Source: an optimization exercise on an open RTL-to-GDS flow (aim: small area, a short achievable clock period and few clock cycles per item). Production flows keep margins and buffers that such runs may drop. Where RTL was checked, it was by simulation tests only, not by an equivalence proof against the original.

the previous run:
## alu_arbiter
module alu_arbiter #(
    parameter int unsigned MUL_LAT = 3
) (
    input  logic        clk_i,
    input  logic        rst_i,
    input  logic        req0_valid_i,
    output logic        req0_ready_o,
    input  logic [2:0]  req0_op_i,
    input  logic [31:0] req0_src1_i,
    input  logic [31:0] req0_src2_i,
    input  logic        req1_valid_i,
    output logic        req1_ready_o,
    input  logic [2:0]  req1_op_i,
    input  logic [31:0] req1_src1_i,
    input  logic [31:0] req1_src2_i,
    output logic        rsp_valid_o,
    input  logic        rsp_ready_i,
    output logic        rsp_id_o,
    output logic [31:0] rsp_result_o,
    output logic        busy_o
);
    localparam logic [2:0] OP_AND = 3'b000;
    localparam logic [2:0] OP_XOR = 3'b001;
    localparam logic [2:0] OP_SLL = 3'b010;
    localparam logic [2:0] OP_SUB = 3'b100;
    localparam logic [2:0] OP_MUL = 3'b101;
    localparam logic [2:0] OP_SRA = 3'b111;
    logic        last_grant_q;    
    logic        ex_valid_q;      
    logic        ex_first_q;      
    logic        ex_bm1_q;        
    logic [2:0]  ex_op_q;
    logic        ex_id_q;
    logic [31:0] ex_a_q;          
    logic [31:0] ex_b_q;          
    logic        rsp_valid_q;
    logic        rsp_id_q;
    logic [31:0] rsp_res_q;
  ...
Settings: LEC_CHECK=0, CAP_MARGIN=20, CORE_MARGIN=2, CORE_UTILIZATION=40, SLEW_MARGIN=20; clock period 9.0 ns.
run.sh (not shown) runs the stock make flow with config.mk's settings and CLKGATE_MAP_FILE= SYNTH_SCRIPT=/design/flow/synth_recipe.tcl, a recipe that flattens the netlist after the stock synthesis.
The previous run finished all stages; the layout is clean.
diff inputs: the previous run => the current run
- setting SETUP_SLACK_MARGIN to 4.6 for the first time
- setting ABC_CLOCK_PERIOD_IN_PS to 4000 for the first time
Notes after the runs:
- The current run: all stages complete, timing, DRC and antenna checks passed
- In the final design statistics, the current run uses more standard cells in total than the previous run.
- When the current run is set beside the previous run, its share of layout cells above drive strength 1 turns out to be 19 points larger.
- The final weighted congestion in routability-driven placement was comparable across the current run and the previous run.
- When the current run is measured against the previous run, its number of gates resized after CTS turns out 229 higher.
No run of this note included a check of the RTL's function; only the layout flow was run.

---

Another version of the RTL of alu_arbiter (not shown whole).
For scale: about 2400 cells after synthesis, ~180 I/O pins, ~16000 µm² of cells after synthesis.
==> flow/design.v (excerpt) <==
module alu_arbiter #(
    parameter int unsigned MUL_LAT = 3
) (
    input  logic        clk_i,
    input  logic        rst_i,
    input  logic        req0_valid_i,
    output logic        req0_ready_o,
    input  logic [2:0]  req0_op_i,
    input  logic [31:0] req0_src1_i,
    input  logic [31:0] req0_src2_i,
    input  logic        req1_valid_i,
    output logic        req1_ready_o,
    input  logic [2:0]  req1_op_i,
    input  logic [31:0] req1_src1_i,
    input  logic [31:0] req1_src2_i,
    output logic        rsp_valid_o,
    input  logic        rsp_ready_i,
    output logic        rsp_id_o,
    output logic [31:0] rsp_result_o,
    output logic        busy_o
);
Settings: LEC_CHECK=0, ABC_AREA=1, ABC_CLOCK_PERIOD_IN_PS=4000, CAP_MARGIN=20, CORE_MARGIN=2, CORE_UTILIZATION=40, CTS_BUF_LIST=sky130_fd_sc_hd__clkbuf_8, CTS_CLUSTER_DIAMETER=100, CTS_CLUSTER_SIZE=40, SETUP_SLACK_MARGIN=4.45, SLEW_MARGIN=20; clock period 9.0 ns.
standard.sh (not shown) runs the stock make flow with config.mk's settings and CLKGATE_MAP_FILE= SYNTH_SCRIPT=/design/flow/synth_recipe.tcl, a recipe that flattens the netlist after the stock synthesis.
==> flow/flow/run.sh <==
#!/bin/bash
# Standard synthesis and layout; the port buffers are made from the smallest
# buffer cell (buffer_ports -buffer_cell) instead of the default choice.
# make's output goes to synth.log and layout.log; each ORFS step keeps its
# own log under orfs/logs.
set -euo pipefail
bash standard.sh synth > synth.log 2>&1
bash standard.sh "BUFFER_PORTS_ARGS=-buffer_cell sky130_fd_sc_hd__buf_1" finish > layout.log 2>&1
Testbench counts at the start, summed over its fixed seeds: cycles 3,103, items 2,400.
Then changed:
--- a/flow/config.mk
+++ b/flow/config.mk
@@ -12,6 +12,3 @@
 export CORE_UTILIZATION = 40
-export CTS_BUF_LIST = sky130_fd_sc_hd__clkbuf_8
-export CTS_CLUSTER_DIAMETER = 100
-export CTS_CLUSTER_SIZE = 40
-export SETUP_SLACK_MARGIN = 4.45
+export SETUP_SLACK_MARGIN = 4.3
 export SLEW_MARGIN = 20
Global-route usage goes down by 0.28 points.
Routed wire length goes down by 0.60%.
Synthesized area stays the same.
Clock-buffer cell count is unchanged.
Fmax goes down by 2.1%.
Design area goes down by 0.96%.
First-iteration DRC count goes up by 9.8%.
Final cell count stays flat.
Then changed:
==> flow/flow/run.sh (replaced) <==
#!/bin/bash
# Standard layout, with the port buffers made from the smallest buffer cell
# (buffer_ports -buffer_cell) instead of the default choice. The make output
# goes to make.log; each ORFS step keeps its own log under orfs/logs.
set -euo pipefail
bash standard.sh "BUFFER_PORTS_ARGS=-buffer_cell sky130_fd_sc_hd__buf_1" finish > make.log 2>&1
--- a/flow/config.mk
+++ b/flow/config.mk
@@ -7,3 +7,2 @@
 export LEC_CHECK = 0
-export ABC_AREA = 1
 export ABC_CLOCK_PERIOD_IN_PS = 4000
@@ -12,3 +11,3 @@
 export CORE_UTILIZATION = 40
-export SETUP_SLACK_MARGIN = 4.3
+export SETUP_SLACK_MARGIN = 5
 export SLEW_MARGIN = 20
Outcome: The changed run passed the timing, design-rule and antenna checks. Final area rises by 4.2%. Routed wire length falls by 8.9%. Count of clock-buffer cells in the layout came out higher by 3. Non-clock buffer count is higher by 66. Setup slack loses 0.20 ns.

---

Setup of run A:
Starting RTL as in the previous note.
Settings: LEC_CHECK=0, ABC_CLOCK_PERIOD_IN_PS=4000, CAP_MARGIN=20, CORE_MARGIN=2, CORE_UTILIZATION=40, SETUP_SLACK_MARGIN=4.6, SLEW_MARGIN=20; clock period 9.0 ns.
run.sh (not shown) runs the stock make flow with config.mk's settings and CLKGATE_MAP_FILE= SYNTH_SCRIPT=/design/flow/synth_recipe.tcl, a recipe that flattens the netlist after the stock synthesis.
Stock flow here: none of the scripts above is used.
Testbench counts of run A, summed over its fixed seeds: cycles 3,103, items 2,400.
The following lists how run B was set up differently from run A:
# run A
export LEC_CHECK = 0
export ABC_CLOCK_PERIOD_IN_PS = 4000
export CAP_MARGIN = 20
export CORE_MARGIN = 2
export CORE_UTILIZATION = 40
export SETUP_SLACK_MARGIN = 4.6
export SLEW_MARGIN = 20
create_clock -name core_clock -period 9.0 [get_ports {clk_i}]
# run B
export LEC_CHECK = 0
export ABC_AREA = 1
export ABC_CLOCK_PERIOD_IN_PS = 4000
export CAP_MARGIN = 20
export CORE_MARGIN = 2
export CORE_UTILIZATION = 40
export SETUP_SLACK_MARGIN = 5
export SLEW_MARGIN = 20
create_clock -name core_clock -period 9.0 [get_ports {clk_i}]
==> flow/flow/run.sh (new file) <==
#!/bin/bash
# Standard synthesis and layout; the port buffers are made from the smallest
# buffer cell (buffer_ports -buffer_cell) instead of the default choice.
# make's output goes to synth.log and layout.log; each ORFS step keeps its
# own log under orfs/logs.
set -euo pipefail
bash standard.sh synth > synth.log 2>&1
bash standard.sh "BUFFER_PORTS_ARGS=-buffer_cell sky130_fd_sc_hd__buf_1" finish > layout.log 2>&1
==> flow/standard.sh (new file) <==
#!/bin/bash
# synth_recipe.tcl (not shown) runs the flow's synth.tcl, then flattens the netlist and writes it again
# the make line also repeats each setting of config.mk as NAME=value (left out here)
make -C /OpenROAD-flow-scripts/flow DESIGN_CONFIG=/design/flow/config.mk WORK_HOME=/design/flow/orfs CLKGATE_MAP_FILE= SYNTH_SCRIPT=/design/flow/synth_recipe.tcl "${@:-finish}"
removed: flow/run.sh
[summary]
Changes observed in run B relative to run A: maximum achievable frequency went up by about 11%; total via count in the routed design went up by 3488.
Cell count of run B exceeds that of run A by more than a quarter.
Run B went all the way through the flow, and no timing, DRC or antenna check failed.
From run B to run A, I/O pin total did not move at all.
Run A -> run B: area taken by flip-flops and latches decreased slightly
The number of non-clock buffers of run B is higher than that of run A.
Inputs modified between run B and run C:
# run B
export LEC_CHECK = 0
export ABC_AREA = 1
export ABC_CLOCK_PERIOD_IN_PS = 4000
export CAP_MARGIN = 20
export CORE_MARGIN = 2
export CORE_UTILIZATION = 40
export SETUP_SLACK_MARGIN = 5
export SLEW_MARGIN = 20
create_clock -name core_clock -period 9.0 [get_ports {clk_i}]
# run C
export LEC_CHECK = 0
export ABC_CLOCK_PERIOD_IN_PS = 4000
export CAP_MARGIN = 20
export CORE_MARGIN = 2
export CORE_UTILIZATION = 65
export PLACE_DENSITY = 0.75
export SETUP_SLACK_MARGIN = 5
export SLEW_MARGIN = 20
create_clock -name core_clock -period 9.0 [get_ports {clk_i}]
Notes after the runs:
Re number of CTS-inserted buffers: no difference whatsoever between run C and run B. Taking run B as the reference, in run C path depth of the worst reg2reg path decreased by 4 relative to the old numbers, number of DRC markers after the initial detailed-route iteration increased by 514 relative to the old numbers, global-route usage increased by 15 points relative to the old numbers. Run C vs run B: average wire per cell in the routed design up in run C. Maximum clock frequency (run C vs. run B) decreases by more than 10%. In the reports for run B and run C, the larger critical path data arrival time belongs to run C. Per the comparison of run C with run B, count of buffer and inverter cells on the critical path shrank by 3, setup slack went down 630 ps, utilization saw an increase.
For run D, these inputs were changed with respect to run C:
# run C
export LEC_CHECK = 0
export ABC_CLOCK_PERIOD_IN_PS = 4000
export CAP_MARGIN = 20
export CORE_MARGIN = 2
export CORE_UTILIZATION = 65
export PLACE_DENSITY = 0.75
export SETUP_SLACK_MARGIN = 5
export SLEW_MARGIN = 20
create_clock -name core_clock -period 9.0 [get_ports {clk_i}]
# run D
export LEC_CHECK = 0
export ABC_AREA = 1
export ABC_CLOCK_PERIOD_IN_PS = 4000
export CAP_MARGIN = 20
export CORE_MARGIN = 2
export CORE_UTILIZATION = 40
export GPL_TIMING_DRIVEN = 0
export SETUP_SLACK_MARGIN = 4.45
export SLEW_MARGIN = 20
create_clock -name core_clock -period 9.0 [get_ports {clk_i}]
## What came out
Run D against run C: setup slack of the critical path after layout rose by 500 ps; fraction of area in multi-input gates lower; total wirelength of the detailed-routed design rose 27%; sequential standard cell area moved down.
Run D vs. run C: standard cell area after detailed placement moved up; post-synthesis adder-cell area fraction moved down.
Relative to run D, the following input files were edited for run E:
# run D
export LEC_CHECK = 0
export ABC_AREA = 1
export ABC_CLOCK_PERIOD_IN_PS = 4000
export CAP_MARGIN = 20
export CORE_MARGIN = 2
export CORE_UTILIZATION = 40
export GPL_TIMING_DRIVEN = 0
export SETUP_SLACK_MARGIN = 4.45
export SLEW_MARGIN = 20
create_clock -name core_clock -period 9.0 [get_ports {clk_i}]
# run E
export LEC_CHECK = 0
export ABC_AREA = 1
export ABC_CLOCK_PERIOD_IN_PS = 4000
export CAP_MARGIN = 20
export CORE_MARGIN = 2
export CORE_UTILIZATION = 50
export SETUP_SLACK_MARGIN = 4.45
export SLEW_MARGIN = 20
create_clock -name core_clock -period 9.0 [get_ports {clk_i}]
Findings:
When run E is measured against run D, its x dimension of the die turns out about 10% lower.
Note that the average vias per placed instance recorded for run D amounts to 0.945 times the value seen in run E.
Looking only at fraction of standard cell area in multi-input logic, and setting everything else aside, the lower value of run D and run E goes to run D.
Run D -> run E: detailed-placement wirelength estimate decreased by more than 10%
Run D was larger in final cell area than run E.
Run E completed end to end with timing, DRC and antenna clean.

[static timing again, ports no longer ideal]
In the flow no input, the clock included, has a driving cell. The finished layouts below were timed again as built, in two steps.
Step 1 assumes that a clkbuf_16 drives the clock port and a buf_2 every other input.
Step 2 times the ports against the registers' clock, not the clock port: input delays grow and output delays shrink by t, the midpoint of the rising clock arrivals with the driver on.
Three values: no drivers, after step 1, after step 2; two values: the first two.
run	t (ns)	setup WS [ns]	worst setup path after step 2
the previous run	0.439	1.891 / 1.891 / 1.891	register to register
the current run	0.431	3.672 / 3.672 / 3.672	register to register
the first run of note 2	0.533	4.491 / 4.469 / 4.469	input to output
the second run of note 2	0.498	4.392 / 4.369 / 4.369	input to output
the third run of note 2	0.488	4.191 / 4.191 / 4.191	register to register
run A	0.495	4.115 / 4.115 / 4.115	register to register
run B	0.504	4.601 / 4.551 / 4.551	input to output
run C	0.485	3.966 / 3.966 / 3.966	register to register
run D	0.508	4.465 / 4.444 / 4.444	input to output
run E	0.502	4.503 / 4.477 / 4.477	input to output
After both steps setup and hold are still met in every run listed. The setup slack of run B, which loses most, moves by -0.050 ns with the drivers and by -0.050 ns with both steps.
